Source: an optimization exercise on an open RTL-to-GDS flow (aim: small area, a short achievable clock period and few clock cycles per item). Production flows keep margins and buffers that such runs may drop.
Only simulation tests tie the RTL to the original design; equivalence was not proved.
Power is estimated from default activity; no workload was simulated.

==> flow/design.v <==
`default_nettype none
package vsll_pkg;
  localparam int ADC_W = 12;
  localparam int REQ_W = 7;
  localparam int MV_W = 16;
  localparam int CC_W = 8;
  localparam int CNT_W = 16;
  localparam int CFG_IDX_W = 3;
  localparam int CFG_DATA_W = 16;
  localparam int ADC_FULL_SCALE = 4095;
  localparam logic [1:0] CLASS_LOW = 2'd0;
  localparam logic [1:0] CLASS_HIGH = 2'd1;
  localparam logic [1:0] CLASS_BAND = 2'd2;
  localparam logic [CFG_IDX_W-1:0] REG_LOW_THRESHOLD = 3'd0;
  localparam logic [CFG_IDX_W-1:0] REG_HIGH_THRESHOLD = 3'd1;
  localparam logic [CFG_IDX_W-1:0] REG_LIMIT_CEILING = 3'd2;
  localparam logic [CFG_IDX_W-1:0] REG_CONFIRM_CYCLES = 3'd3;
  localparam logic [CFG_IDX_W-1:0] REG_PAUSE_DOWN_INIT = 3'd4;
  localparam logic [CFG_IDX_W-1:0] REG_PAUSE_UP_LOW = 3'd5;
  localparam logic [CFG_IDX_W-1:0] REG_PAUSE_UP_HIGH = 3'd6;
  localparam logic [CFG_IDX_W-1:0] REG_MAX_NO_NOMINAL = 3'd7;
  localparam logic [MV_W-1:0] RST_LOW_THRESHOLD = 16'd11000;
  localparam logic [MV_W-1:0] RST_HIGH_THRESHOLD = 16'd13000;
  localparam logic [REQ_W-1:0] RST_LIMIT_CEILING = 7'd10;
  localparam logic [CC_W-1:0] RST_CONFIRM_CYCLES = 8'd4;
  localparam logic [CNT_W-1:0] RST_PAUSE_DOWN_INIT = 16'd10;
  localparam logic [CNT_W-1:0] RST_PAUSE_UP_LOW = 16'd50;
  localparam logic [CNT_W-1:0] RST_PAUSE_UP_HIGH = 16'd20;
  localparam logic [CNT_W-1:0] RST_MAX_NO_NOMINAL = 16'd1000;
  typedef struct packed {
    logic [ADC_W-1:0] adc_sample;
    logic [REQ_W-1:0] required_step;
  } in_item_t;
  typedef struct packed {
    logic [MV_W-1:0]  filtered_mv;
    logic [1:0]       level_class;
    logic [REQ_W-1:0] curr_limit;
    logic             limit_moved;
    logic             no_nominal_error;
    logic [CNT_W-1:0] error_total;
  } out_item_t;
  typedef struct packed {
    logic [MV_W-1:0]  low_threshold_mv;
    logic [MV_W-1:0]  high_threshold_mv;
    logic [REQ_W-1:0] limit_ceiling;
    logic [CC_W-1:0]  confirm_cycles;
    logic [CNT_W-1:0] pause_down_init;
    logic [CNT_W-1:0] pause_up_after_low;
    logic [CNT_W-1:0] pause_up_after_high;
    logic [CNT_W-1:0] max_no_nominal;
  } cfg_t;
  typedef struct packed {
    logic [1:0]       level_class;
    logic [REQ_W-1:0] curr_limit;
    logic             limit_moved;
    logic             no_nominal_error;
    logic [CNT_W-1:0] error_total;
  } lvl_res_t;
endpackage
`default_nettype wire
`default_nettype none
module vsll_mul #(
  parameter int A_W = 25,
  parameter int B_W = 21
) (
  input  wire logic               clk,
  input  wire logic [A_W-1:0]     a,
  input  wire logic [B_W-1:0]     b,
  output logic      [A_W+B_W-1:0] p
);
  always_ff @(posedge clk) begin
    p <= (A_W+B_W)'(a) * (A_W+B_W)'(b);
  end
endmodule
`default_nettype wire
`default_nettype none
import vsll_pkg::*;
module vsll_ring #(
  parameter int AVG_DEPTH = 16,
  parameter int SUM_W = 16
) (
  input  wire logic                        clk,
  input  wire logic                        rst,
  input  wire logic                        wr,
  input  wire logic [vsll_pkg::ADC_W-1:0]  sample,
  output logic      [SUM_W-1:0]            sum
);
  localparam int PTR_W = (AVG_DEPTH > 1) ? $clog2(AVG_DEPTH) : 1;
  logic [ADC_W-1:0] mem [AVG_DEPTH];
  logic [ADC_W-1:0] rdata;
  logic [ADC_W-1:0] old_sample;
  logic [PTR_W-1:0] ptr;
  logic             wrapped;
  assign old_sample = wrapped ? rdata : '0;
  always_ff @(posedge clk) begin
    rdata <= mem[ptr];
    if (wr) begin
      mem[ptr] <= sample;
    end
  end
  always_ff @(posedge clk) begin
    if (rst) begin
      ptr <= '0;
      wrapped <= 1'b0;
      sum <= '0;
    end else if (wr) begin
      sum <= sum - SUM_W'(old_sample) + SUM_W'(sample);
      if (ptr == PTR_W'(AVG_DEPTH - 1)) begin
        ptr <= '0;
        wrapped <= 1'b1;
      end else begin
        ptr <= ptr + PTR_W'(1);
      end
    end
  end
endmodule
`default_nettype wire
`default_nettype none
import vsll_pkg::*;
module vsll_level (
  input  wire logic                       clk,
  input  wire logic                       rst,
  input  wire logic                       upd,
  input  wire vsll_pkg::cfg_t             cfg,
  input  wire logic [vsll_pkg::MV_W-1:0]  mv,
  input  wire logic [vsll_pkg::REQ_W-1:0] request,
  output vsll_pkg::lvl_res_t              res
);
  logic [REQ_W-1:0] limit_reg, limit_next;
  logic [REQ_W-1:0] previous_request;
  logic [CC_W-1:0]  low_confirm_count, low_confirm_count_next;
  logic [CC_W-1:0]  high_confirm_count, high_confirm_count_next;
  logic [CNT_W-1:0] raise_pause, raise_pause_next, raise_dec;
  logic [CNT_W-1:0] lower_pause, lower_pause_next, lower_dec;
  logic [CNT_W-1:0] no_nominal_count, no_nominal_count_next, no_nominal_bump;
  logic [CNT_W-1:0] error_counter;
  logic [1:0]       cls;
  logic             step_up;
  logic             step_down;
  logic             err;
  logic [9:0]       sum_raw;
  always_comb begin
    if (mv < cfg.low_threshold_mv) begin
      cls = CLASS_LOW;
    end else if (mv > cfg.high_threshold_mv) begin
      cls = CLASS_HIGH;
    end else begin
      cls = CLASS_BAND;
    end
    raise_dec = (raise_pause != '0) ? raise_pause - CNT_W'(1) : raise_pause;
    lower_dec = (lower_pause != '0) ? lower_pause - CNT_W'(1) : lower_pause;
    no_nominal_bump = (no_nominal_count < cfg.max_no_nominal) ?
                      no_nominal_count + CNT_W'(1) : no_nominal_count;
    low_confirm_count_next = low_confirm_count;
    high_confirm_count_next = high_confirm_count;
    raise_pause_next = raise_dec;
    lower_pause_next = lower_dec;
    no_nominal_count_next = no_nominal_count;
    step_up = 1'b0;
    step_down = 1'b0;
    case (cls)
      CLASS_LOW: begin
        high_confirm_count_next = cfg.confirm_cycles;
        low_confirm_count_next = (low_confirm_count != '0) ?
                                 low_confirm_count - CC_W'(1) : low_confirm_count;
        if (low_confirm_count_next == '0 && raise_dec == '0 &&
            limit_reg < cfg.limit_ceiling) begin
          raise_pause_next = cfg.pause_down_init;
          lower_pause_next = cfg.pause_up_after_low;
          step_up = 1'b1;
        end
        no_nominal_count_next = no_nominal_bump;
      end
      CLASS_HIGH: begin
        low_confirm_count_next = cfg.confirm_cycles;
        high_confirm_count_next = (high_confirm_count != '0) ?
                                  high_confirm_count - CC_W'(1) : high_confirm_count;
        if (high_confirm_count_next == '0) begin
          no_nominal_count_next = '0;
          if (lower_dec == '0 && limit_reg != '0) begin
            raise_pause_next = cfg.pause_down_init;
            lower_pause_next = cfg.pause_up_after_high;
            step_down = 1'b1;
          end
        end else begin
          no_nominal_count_next = no_nominal_bump;
        end
      end
      default: begin
        low_confirm_count_next = cfg.confirm_cycles;
        high_confirm_count_next = cfg.confirm_cycles;
        no_nominal_count_next = no_nominal_bump;
      end
    endcase
    sum_raw = 10'(limit_reg) + 10'(request) + 10'(step_up)
            - 10'(step_down) - 10'(previous_request);
    if (sum_raw[9]) begin
      limit_next = '0;
    end else if (sum_raw[8:0] > 9'(cfg.limit_ceiling)) begin
      limit_next = cfg.limit_ceiling;
    end else begin
      limit_next = sum_raw[REQ_W-1:0];
    end
    err = (no_nominal_count_next >= cfg.max_no_nominal);
    res.level_class = cls;
    res.curr_limit = limit_next;
    res.limit_moved = (limit_next != limit_reg);
    res.no_nominal_error = err;
    res.error_total = err ? error_counter + CNT_W'(1) : error_counter;
  end
  always_ff @(posedge clk) begin
    if (rst) begin
      limit_reg <= '0;
      previous_request <= RST_LIMIT_CEILING;
      low_confirm_count <= RST_CONFIRM_CYCLES;
      high_confirm_count <= RST_CONFIRM_CYCLES;
      raise_pause <= '0;
      lower_pause <= '0;
      no_nominal_count <= '0;
      error_counter <= '0;
    end else if (upd) begin
      limit_reg <= limit_next;
      low_confirm_count <= low_confirm_count_next;
      high_confirm_count <= high_confirm_count_next;
      raise_pause <= raise_pause_next;
      lower_pause <= lower_pause_next;
      no_nominal_count <= no_nominal_count_next;
      error_counter <= res.error_total;
      if (!err) begin
        previous_request <= request;
      end
    end
  end
endmodule
`default_nettype wire
`default_nettype none
import vsll_pkg::*;
module voltage_sag_load_limiter #(
  parameter int AVG_DEPTH = 16,
  parameter int VREF_MV = 3300,
  parameter int DIVIDER_RATIO = 11
) (
  input  wire logic                            clk,
  input  wire logic                            rst,
  input  wire logic                            in_valid,
  output logic                                 in_stall,
  input  wire logic [18:0]                     in_data,
  output logic                                 out_valid,
  input  wire logic                            out_stall,
  output logic [42:0]                          out_data,
  input  wire logic                            cfg_we,
  input  wire logic [vsll_pkg::CFG_IDX_W-1:0]  cfg_index,
  input  wire logic [vsll_pkg::CFG_DATA_W-1:0] cfg_data
);
  localparam int SUM_W = ADC_W + $clog2(AVG_DEPTH);
  localparam int VREF_W = $clog2(VREF_MV + 1);
  localparam int DIV_W = $clog2(DIVIDER_RATIO + 1);
  localparam int D_W = $clog2(AVG_DEPTH + 1);
  localparam int P_W = ADC_W + VREF_W;
  localparam longint M1 = (longint'(1) << SUM_W) / AVG_DEPTH;
  localparam int M1_W = SUM_W + 1;
  localparam longint M2 = (longint'(1) << P_W) / ADC_FULL_SCALE;
  localparam int M2_W = $clog2(M2 + 1);
  localparam int A_W = (SUM_W > P_W) ? SUM_W : P_W;
  localparam int B0_W = (M1_W > M2_W) ? M1_W : M2_W;
  localparam int B1_W = (B0_W > VREF_W) ? B0_W : VREF_W;
  localparam int B2_W = (B1_W > ADC_W) ? B1_W : ADC_W;
  localparam int B3_W = (B2_W > DIV_W) ? B2_W : DIV_W;
  localparam int B_W = (B3_W > D_W) ? B3_W : D_W;
  localparam int PR_W = A_W + B_W;
  localparam int Q_W = (ADC_W > VREF_W) ? ADC_W : VREF_W;
  typedef enum logic [8:0] {
    S_IDLE = 9'b000000001,
    S_SUM  = 9'b000000010,
    S_MA   = 9'b000000100,
    S_MB   = 9'b000001000,
    S_MC   = 9'b000010000,
    S_MD   = 9'b000100000,
    S_ME   = 9'b001000000,
    S_MF   = 9'b010000000,
    S_LVL  = 9'b100000000
  } state_t;
  state_t           state, state_next;
  vsll_pkg::cfg_t   cfg;
  logic [ADC_W-1:0] sample_q;
  logic [REQ_W-1:0] request_q;
  logic [SUM_W-1:0] sum;
  logic [A_W-1:0]   mul_a;
  logic [B_W-1:0]   mul_b;
  logic [PR_W-1:0]  prod;
  logic [Q_W-1:0]   qest, qest_next;
  logic [P_W-1:0]   scaled, scaled_next;
  logic [SUM_W-1:0] rem1;
  logic [P_W-1:0]   rem2;
  logic [ADC_W-1:0] avg;
  logic [VREF_W-1:0] quot2;
  vsll_pkg::in_item_t  in_d;
  vsll_pkg::out_item_t out_q;
  logic             in_fire;
  logic             lvl_fire;
  vsll_pkg::lvl_res_t lvl_res;
  assign in_d = in_data;
  assign out_data = out_q;
  assign in_stall = (state != S_IDLE);
  assign in_fire = in_valid && !in_stall;
  assign lvl_fire = (state == S_LVL) && (!out_valid || !out_stall);
  vsll_ring #(
    .AVG_DEPTH(AVG_DEPTH),
    .SUM_W(SUM_W)
  ) u_ring (
    .clk(clk),
    .rst(rst),
    .wr(state == S_SUM),
    .sample(sample_q),
    .sum(sum)
  );
  vsll_mul #(
    .A_W(A_W),
    .B_W(B_W)
  ) u_mul (
    .clk(clk),
    .a(mul_a),
    .b(mul_b),
    .p(prod)
  );
  vsll_level u_level (
    .clk(clk),
    .rst(rst),
    .upd(lvl_fire),
    .cfg(cfg),
    .mv(prod[MV_W-1:0]),
    .request(request_q),
    .res(lvl_res)
  );
  always_comb begin
    mul_a = '0;
    mul_b = '0;
    qest_next = qest;
    scaled_next = scaled;
    rem1 = sum - prod[SUM_W-1:0];
    rem2 = scaled - prod[P_W-1:0];
    avg = qest[ADC_W-1:0] + ADC_W'(rem1 >= SUM_W'(AVG_DEPTH));
    quot2 = qest[VREF_W-1:0] + VREF_W'(rem2 >= P_W'(ADC_FULL_SCALE));
    state_next = state;
    case (state)
      S_IDLE: begin
        if (in_fire) begin
          state_next = S_SUM;
        end
      end
      S_SUM: begin
        state_next = S_MA;
      end
      S_MA: begin
        mul_a = A_W'(sum);
        mul_b = B_W'(M1);
        state_next = S_MB;
      end
      S_MB: begin
        qest_next = Q_W'(prod[SUM_W +: ADC_W]);
        mul_a = A_W'(prod[SUM_W +: ADC_W]);
        mul_b = B_W'(AVG_DEPTH);
        state_next = S_MC;
      end
      S_MC: begin
        mul_a = A_W'(avg);
        mul_b = B_W'(VREF_MV);
        state_next = S_MD;
      end
      S_MD: begin
        scaled_next = prod[P_W-1:0];
        mul_a = A_W'(prod[P_W-1:0]);
        mul_b = B_W'(M2);
        state_next = S_ME;
      end
      S_ME: begin
        qest_next = Q_W'(prod[P_W +: VREF_W]);
        mul_a = A_W'(prod[P_W +: VREF_W]);
        mul_b = B_W'(ADC_FULL_SCALE);
        state_next = S_MF;
      end
      S_MF: begin
        mul_a = A_W'(quot2);
        mul_b = B_W'(DIVIDER_RATIO);
        state_next = S_LVL;
      end
      S_LVL: begin
        mul_a = A_W'(prod[MV_W-1:0]);
        mul_b = B_W'(1);
        if (lvl_fire) begin
          state_next = S_IDLE;
        end
      end
      default: begin
        state_next = S_IDLE;
      end
    endcase
  end
  always_ff @(posedge clk) begin
    if (rst) begin
      state <= S_IDLE;
    end else begin
      state <= state_next;
    end
  end
  always_ff @(posedge clk) begin
    qest <= qest_next;
    scaled <= scaled_next;
    if (in_fire) begin
      sample_q <= in_d.adc_sample;
      request_q <= in_d.required_step;
    end
  end
  always_ff @(posedge clk) begin
    if (rst) begin
      cfg.low_threshold_mv <= RST_LOW_THRESHOLD;
      cfg.high_threshold_mv <= RST_HIGH_THRESHOLD;
      cfg.limit_ceiling <= RST_LIMIT_CEILING;
      cfg.confirm_cycles <= RST_CONFIRM_CYCLES;
      cfg.pause_down_init <= RST_PAUSE_DOWN_INIT;
      cfg.pause_up_after_low <= RST_PAUSE_UP_LOW;
      cfg.pause_up_after_high <= RST_PAUSE_UP_HIGH;
      cfg.max_no_nominal <= RST_MAX_NO_NOMINAL;
    end else if (cfg_we) begin
      case (cfg_index)
        REG_LOW_THRESHOLD: cfg.low_threshold_mv <= cfg_data;
        REG_HIGH_THRESHOLD: cfg.high_threshold_mv <= cfg_data;
        REG_LIMIT_CEILING: cfg.limit_ceiling <= cfg_data[REQ_W-1:0];
        REG_CONFIRM_CYCLES: cfg.confirm_cycles <= cfg_data[CC_W-1:0];
        REG_PAUSE_DOWN_INIT: cfg.pause_down_init <= cfg_data;
        REG_PAUSE_UP_LOW: cfg.pause_up_after_low <= cfg_data;
        REG_PAUSE_UP_HIGH: cfg.pause_up_after_high <= cfg_data;
        REG_MAX_NO_NOMINAL: cfg.max_no_nominal <= cfg_data;
        default: begin
        end
      endcase
    end
  end
  always_ff @(posedge clk) begin
    if (rst) begin
      out_valid <= 1'b0;
    end else if (lvl_fire) begin
      out_valid <= 1'b1;
    end else if (!out_stall) begin
      out_valid <= 1'b0;
    end
  end
  always_ff @(posedge clk) begin
    if (lvl_fire) begin
      out_q.filtered_mv <= prod[MV_W-1:0];
      out_q.level_class <= lvl_res.level_class;
      out_q.curr_limit <= lvl_res.curr_limit;
      out_q.limit_moved <= lvl_res.limit_moved;
      out_q.no_nominal_error <= lvl_res.no_nominal_error;
      out_q.error_total <= lvl_res.error_total;
    end
  end
endmodule
`default_nettype wire
==> flow/run.sh <==
#!/bin/bash
# synth_recipe.tcl (not shown) runs the flow's synth.tcl, then flattens the netlist and writes it again
# the make line also repeats each setting of config.mk as NAME=value (left out here)
make -C /OpenROAD-flow-scripts/flow DESIGN_CONFIG=/design/flow/config.mk WORK_HOME=/design/flow/orfs CLKGATE_MAP_FILE= SYNTH_SCRIPT=/design/flow/synth_recipe.tcl finish
==> flow/config.mk <==
export PLATFORM = sky130hd
export DESIGN_NAME = voltage_sag_load_limiter
export DESIGN_NICKNAME = voltage_sag_load_limiter
export VERILOG_FILES = /design/flow/design.v
export SDC_FILE = /design/flow/constraint.sdc
export NUM_CORES = 4
export LEC_CHECK = 0
export CAP_MARGIN = 20
export CORE_MARGIN = 2
export CORE_UTILIZATION = 40
export PLACE_DENSITY = 0.6
export SLEW_MARGIN = 20
==> flow/constraint.sdc <==
create_clock -name core_clock -period 11.0 [get_ports {clk}]
set_input_delay 2.2000 -clock core_clock [delete_from_list [all_inputs] [get_ports {clk}]]
set_output_delay 2.2000 -clock core_clock [all_outputs]
set_load 0.01 [all_outputs]
==> summary.md <==
| Metric | Value |
|---|---|
| Startpoint types | register |
| Worst-path clk slew | 0.06 ns |
| Clock Sinks | between 500 and 600 |
| WP data required | 11.56 ns |
| Area Growth Syn to Fin | 14.3% |
| Static leakage | 17.6 nW |
| Diode count | 0 |
| Final worst setup slack | roughly 0.66 ns |
| Commonest non-fill, non-tap cells in the layout | 446 x inv_1, 371 x nand2_1, 290 x edfxtp_1, 281 x dfxtp_1, 260 x fa_1 |
| Post-CTS sizing | 0 |
| Vias in the first global route | 26,900 |
| Met1 wire length | ~43 mm |
| Iter 0 DRT Violations | 2,060 |
| Detail Route Antenna Nets | 0 |
| Post-Route WL | 97.8 mm |
| Fin crit share | 0.940 |
| GPL Wtd Cong | 0.928 |
| Crit Path Category | reg -> reg |
| Total power | 6.75 mW |
| GRT Util Overall | 0.207 |
| Layout Nets | approximately 4,400 |
| CP Max Fanout | 7 |
| Outcome | no timing/DRC/antenna violations |
| HPWL after DPL | 70.7 mm |
| Initial antenna violation count | 2 |
| H-tree levels | 3 |
| Initial Util | 0.401 |
| Mapped Area | approximately 37,000 um^2 |
| Die Span Y | 309 um |
| Top Layer Used | met5 |
| Filler cell count | 8,620 |
| Slew headroom | 0.275 |
| DRC | 0 |
| Number of synthesized flops with an enable pin | 290 |
| Cell mode on critical path | fa_1 |
| Fin. max-slew vios | 0 |
| Number of cell rows | 112 |
| Max_cap viols | 0 |
| Chip Width | 309 um |
| Final Hold Viols | 0 |
| Max Freq | about 0.097 GHz |
| Placeable Area | 92,900 um^2 |
| Area of the die | 95,700 um^2 |
| Power Density | 158 nW/um^2 |
| Clock Tree Root | clkbuf_16 |
| Vias per Instance | 5.26 |
| Crit path time final | 10.34 ns |
| Biggest regs | u_ring.mem x192, cfg x111, out_q x43 |
| Worst Tran Pin Value | 1.08 ns |
| HP Class | reg -> reg |
| CTS tree | done |
| Most flops, register | u_ring.mem |
| CTS Hold Buffers Added | 0 |
| Grt total ovfl | 0 |
| Setup violators final | 0 |
| Sequential area share after synthesis | 0.386 |
| Worst VDD drop | approximately 0.24 mV |
| Share of post-route cells with drive strength above 1 | 0.0840 |
| Routed length per instance | 19.0 um |
| CTS max path bufs | 3 |
| Crit path capture type | register |
| Post-synth ARST share | 0 |
| DP Worst Slack | 0.227 ns |
| Synthesis Warnings | 4 |
| DR pass1 iterations | 6 |
| Post-Syn Instances | 3,620 |
| Met2 Routed Length | 47.0 mm |
| Buffers on Ports | 87 |
| First-pass GRT wire length | 154 mm |
| CTS Buf Count | 69 |
| Most common cell after layout, fill and taps aside | inv_1 |
| Count of cell types in the netlist | 96 |
| Flip-flop count of the largest register after layout | 192 |
| Met3 Wirelength | 4.55 mm |
| Clock Skew | 0.0346 ns |
| Main flop type after synthesis | edfxtp_1 |
| Flops & latches, synth | approximately 570 |
| Largest net degree at the start of global routing | 73 |
| Io pins | 88 |
| Critical path data arrival time | about 11 ns |
| Delay of the slowest critical-path stage | 0.65 ns |
| Vias | 27,100 |
| Slowest-stage cell, CP | or4b_2 |
| Worst-Skew Late Latency | 0.64 ns |
| Syn_area_per_cell | 10.3 um^2 |
| Postcts setup bufs | 0 |
==> synthesized netlist by cell type, types with 22 or more instances <==
cell | instances | area share
a21oi_1 | 233 | 0.031
nand2_1 | 371 | 0.037
nor3_1 | 69 | 0.0093
nor2_1 | 236 | 0.024
nand4_1 | 30 | 0.0050
mux4_2 | 60 | 0.036
nand2b_1 | 34 | 0.0057
xnor2_1 | 67 | 0.016
and2_1 | 38 | 0.0064
xor2_1 | 54 | 0.013
o21ai_0 | 123 | 0.017
a21o_1 | 68 | 0.014
edfxtp_1 | 290 | 0.23
fa_1 | 260 | 0.14
mux2i_1 | 22 | 0.0059
ha_1 | 247 | 0.083
or3_1 | 29 | 0.0049
nor4_1 | 27 | 0.0045
nand3_1 | 62 | 0.0083
inv_1 | 448 | 0.045
nor2b_1 | 33 | 0.0055
a31oi_1 | 25 | 0.0042
clkbuf_1 | 102 | 0.010
dfxtp_1 | 284 | 0.15
o211ai_1 | 38 | 0.0076
a211oi_1 | 25 | 0.0050
==> metal layers <==
metal / up-vias / track usage
met5: - / 0
met4: 2 / 0.0715
met3: 164 / 0.0307
met2: 657 / 0.350
met1: 13300 / 0.272
li1: 13000 / -
==> power by group <==
part | switching [mW] | internal (mW) | total [mW] | leakage (nW)
registers | 0.0621 | 2.35 | 2.42 | 4.91
clock network | 0.983 | 1.32 | 2.30 | 1.12
logic | 1.16 | 0.873 | 2.03 | 11.6
==> critical path: cells and delay by family, from the launching register on <==
| family | cells | cell delay, ns |
|---|---|---|
| XOR/XNOR | 2 | 0.32 |
| flip-flops | 1 | 0.42 |
| adder cells (fa/ha/maj) | 9 | 3.82 |
| AND/OR/NAND/NOR | 7 | 1.49 |
| buffers and inverters | 4 | 0.37 |
| AO/OA/AOI/OAI | 16 | 3.84 |
==> final timing paths <==
path / startpoint / end / slack (ns) / cells past startpoint
hold reg to reg: cfg[24]$_SDFFE_PP0P_ / cfg[24]$_SDFFE_PP0P_ / 0.45 / 2
hold / removal: cfg[24]$_SDFFE_PP0P_ / cfg[24]$_SDFFE_PP0P_ / 0.45 / 2
setup reg to reg: u_mul.p[0]$_DFF_P_ / u_mul.p[34]$_DFF_P_ / 0.66 / 38
setup / recovery: u_mul.p[0]$_DFF_P_ / u_mul.p[34]$_DFF_P_ / 0.66 / 38
==> through the flow <==
step,util,std cells,hold WS [ns],area [um^2],TNS (ns)
2_1_floorplan,-,3750,0.408,37800,0
3_3_place_gp,0.434,5032,0.442,40300,0
3_5_place_dp,0.434,5032,0.443,40300,0
4_1_cts,0.458,5159,0.452,42600,0
5_1_grt,0.459,5160,0.455,42600,-0.00829
6_report,0.459,5160,0.453,42600,0
==> area by class of cell <==
| class | count | area [um^2] | share of cell area |
|---|---|---|---|
| Sequential cell | 574 | 14400 | 0.338 |
| Tap cell | 1254 | 1570 | 0.0368 |
| Inverter | 449 | 1690 | 0.0395 |
| Clock inverter | 30 | 330 | 0.00775 |
| Multi-Input combinational cell | 2602 | 21300 | 0.500 |
| Timing Repair Buffer | 154 | 1400 | 0.0327 |
| Clock buffer | 97 | 1960 | 0.0459 |
==> kinds of logic (layout without fill, tap and decap cells) <==
kind of cell               after synthesis  after routing  synth area share
other                                    2            132          0.000201
adders and majority gates              507            507             0.222
muxes                                   97             97            0.0467
DFF                                    574            574             0.386
and+or+nand+nor                       1026           1026             0.132
buffers and inverters                  574            730            0.0585
xor gates and xnor gates               121            121            0.0284
AOI/OAI and AO/OA                      719            719             0.125
Testbench counts, summed over its fixed seeds: cycles 72,032, items 8,000.

## what the ideal ports hide
The results above use ideal ports. As a check the final layout listed here was re-extracted and re-timed, cells and wires unchanged.
Step 1 (the two cells are an assumption about what drives the block):
set clk [get_ports {clk}]
set_driving_cell -lib_cell sky130_fd_sc_hd__clkbuf_16 $clk
set_driving_cell -lib_cell sky130_fd_sc_hd__buf_2 [delete_from_list [all_inputs] $clk]
Step 2, shift: input delay + t, output delay - t, t = (earliest + latest rising clock arrival at the registers) / 2. This alone moves slack from input paths to output paths.
Slacks: ideal ports / drivers / drivers and shift; pairs: ideal ports / drivers.
t (ns): 0.685
setup WS [ns]: 0.663 / 0.663 / 0.663
hold WS [ns]: 0.453 / 0.453 / 0.453
worst setup path at the end: register to register
latest minus earliest clock arrival (ns): 0.035 / 0.035
After both steps this run still meets setup and hold. For this run, drivers alone change the setup slack by 0.000 ns; drivers and shift together by 0.000 ns.
